Context: an optimization exercise on an open-source flow, tuned for small area, a short achievable clock period and few clock cycles per item. The choices shown serve that exercise and are no tape-out recipe.
Function was checked by simulation only, so behaviour that the tests miss may differ from the original.

## calendar_date_difference
module calendar_date_difference (
  input  logic                           clk_i,
  input  logic                           rst_ni,
  input  logic                           in_valid_i,
  output logic                           in_ready_o,
  input  logic [cdd_pkg::YEAR_W-1:0]     first_year_i,
  input  logic [cdd_pkg::MONTH_W-1:0]    first_month_i,
  input  logic [cdd_pkg::DAY_W-1:0]      first_day_i,
  input  logic [cdd_pkg::YEAR_W-1:0]     second_year_i,
  input  logic [cdd_pkg::MONTH_W-1:0]    second_month_i,
  input  logic [cdd_pkg::DAY_W-1:0]      second_day_i,
  output logic                           out_valid_o,
  input  logic                           out_ready_i,
  output logic [cdd_pkg::DIFF_W-1:0]     day_difference_o
);
  logic        adv1, adv2;
  logic [11:0] dt_d, dt_q;
  logic [8:0]  ua_d, ua_q, ub_d, ub_q;
  logic [1:0]  ra_d, ra_q, rb_d, rb_q;
  logic [6:0]  ca_d, ca_q, cb_d, cb_q;
  logic        la_d, la_q, ga_d, ga_q, lb_d, lb_q, gb_d, gb_q;
  logic [43:0] cs_d, cs_q;
  cdd_pipe_ctrl u_ctrl (
    .clk_i       (clk_i),
    .rst_ni      (rst_ni),
    .in_valid_i  (in_valid_i),
    .in_ready_o  (in_ready_o),
    .out_valid_o (out_valid_o),
    .out_ready_i (out_ready_i),
    .adv1_o      (adv1),
    .adv2_o      (adv2)
  );
  cdd_stage1 u_s1 (
    .a_year_i  (first_year_i),
    .a_month_i (first_month_i),
    .a_day_i   (first_day_i),
    .b_year_i  (second_year_i),
    .b_month_i (second_month_i),
    .b_day_i   (second_day_i),
    .dt_o      (dt_d),
    .ua_o      (ua_d),
    .ub_o      (ub_d),
    .ra_o      (ra_d),
    .rb_o      (rb_d),
    .ca_o      (ca_d),
    .cb_o      (cb_d),
    .la_o      (la_d),
    .ga_o      (ga_d),
    .lb_o      (lb_d),
    .gb_o      (gb_d)
  );
  always_ff @(posedge clk_i) begin
    if (adv1) begin
      dt_q <= dt_d;
      ua_q <= ua_d;
      ub_q <= ub_d;
      ra_q <= ra_d;
      rb_q <= rb_d;
      ca_q <= ca_d;
      cb_q <= cb_d;
      la_q <= la_d;
      ga_q <= ga_d;
      lb_q <= lb_d;
      gb_q <= gb_d;
    end
  end
  cdd_stage2 u_s2 (
    .dt_i (dt_q),
    .ua_i (ua_q),
    .ub_i (ub_q),
    .ra_i (ra_q),
    .rb_i (rb_q),
    .ca_i (ca_q),
    .cb_i (cb_q),
    .la_i (la_q),
    .ga_i (ga_q),
    .lb_i (lb_q),
    .gb_i (gb_q),
    .cs_o (cs_d)
  );
  always_ff @(posedge clk_i) begin
    if (adv2) cs_q <= cs_d;
  end
  cdd_final u_final (
  ...
For scale: ~1200 cells after synthesis, roughly 97 flip-flops, ~74 I/O pins, about 12000 sq um of cells after synthesis.
clock: 7.0 ns
lec_check: 0
cap_margin: 20
core_margin: 2
core_utilization: 40
setup_slack_margin: 2.6
slew_margin: 20
standard.sh (not shown) runs the stock make flow with config.mk's settings and CLKGATE_MAP_FILE= SYNTH_SCRIPT=/design/flow/synth_recipe.tcl, a recipe that flattens the netlist after the stock synthesis.
==> flow/flow/run.sh <==
#!/bin/bash
# Layout flow: the standard flow (standard.sh), with one change: the
# buffers that buffer_ports puts on every input and output port are
# sky130_fd_sc_hd__buf_2 instead of the cell OpenROAD picks by default.
set -euo pipefail
export BUFFER_PORTS_ARGS="-buffer_cell sky130_fd_sc_hd__buf_2"
bash standard.sh finish > standard_flow.log 2>&1
The starting point produced a clean layout.
Testbench counts at the start, summed over its fixed seeds: cycles 24,016, items 24,000.
Change:
==> flow/flow/run.sh (replaced) <==
#!/bin/bash
# Layout flow: the standard flow (standard.sh) with two changes:
# - the buffers that buffer_ports puts on every input and output port are
#   sky130_fd_sc_hd__buf_2 instead of the cell OpenROAD picks by default;
# - Yosys's synth skips its quick internal ABC pass (SYNTH_ARGS=-noabc), so
#   the full adders written in the RTL reach extract_fa as written; the
#   technology mapping ABC pass after it runs as usual.
set -euo pipefail
export BUFFER_PORTS_ARGS="-buffer_cell sky130_fd_sc_hd__buf_2"
export SYNTH_ARGS="-noabc"
bash standard.sh finish > standard_flow.log 2>&1
Settings changed: SETUP_SLACK_MARGIN 2.6 to 2.4.
=> The changed run completed without violations; sequential cell count is unchanged; setup slack degrades by 0.080 ns; synthesized area came out lower by 5.1%; critical path depth drops by 3; synthesized cell count went down by 10%; final area goes down by 6.8%; clock skew fell by 0.0080 ns; cell count is lower by 8.3%.

-- separate check: timing with driven ports --
In the flow no input, the clock included, has a driving cell. The finished layouts below were timed again as built, in two steps. Step 1 assumes that a clkbuf_16 drives the clock port and a buf_2 every other input. Step 2 times the ports against the registers' clock, not the clock port: input delays grow and output delays shrink by t, the midpoint of the rising clock arrivals with the driver on. Slacks: no drivers / after step 1 / after step 2; pairs: no drivers / after step 1.
| run | t, ns | slack for setup (ns) | latest minus earliest clock arrival (ns) |
|---|---|---|---|
| the first run | 0.385 | 2.640 / 2.627 / 2.242 | 0.017 / 0.018 |
| the second run | 0.388 | 2.560 / 2.518 / 2.207 | 0.010 / 0.010 |
After both steps setup and hold are still met in every run listed. For the first run, which loses most, drivers alone change the setup slack by -0.013 ns; drivers and shift together by -0.398 ns.
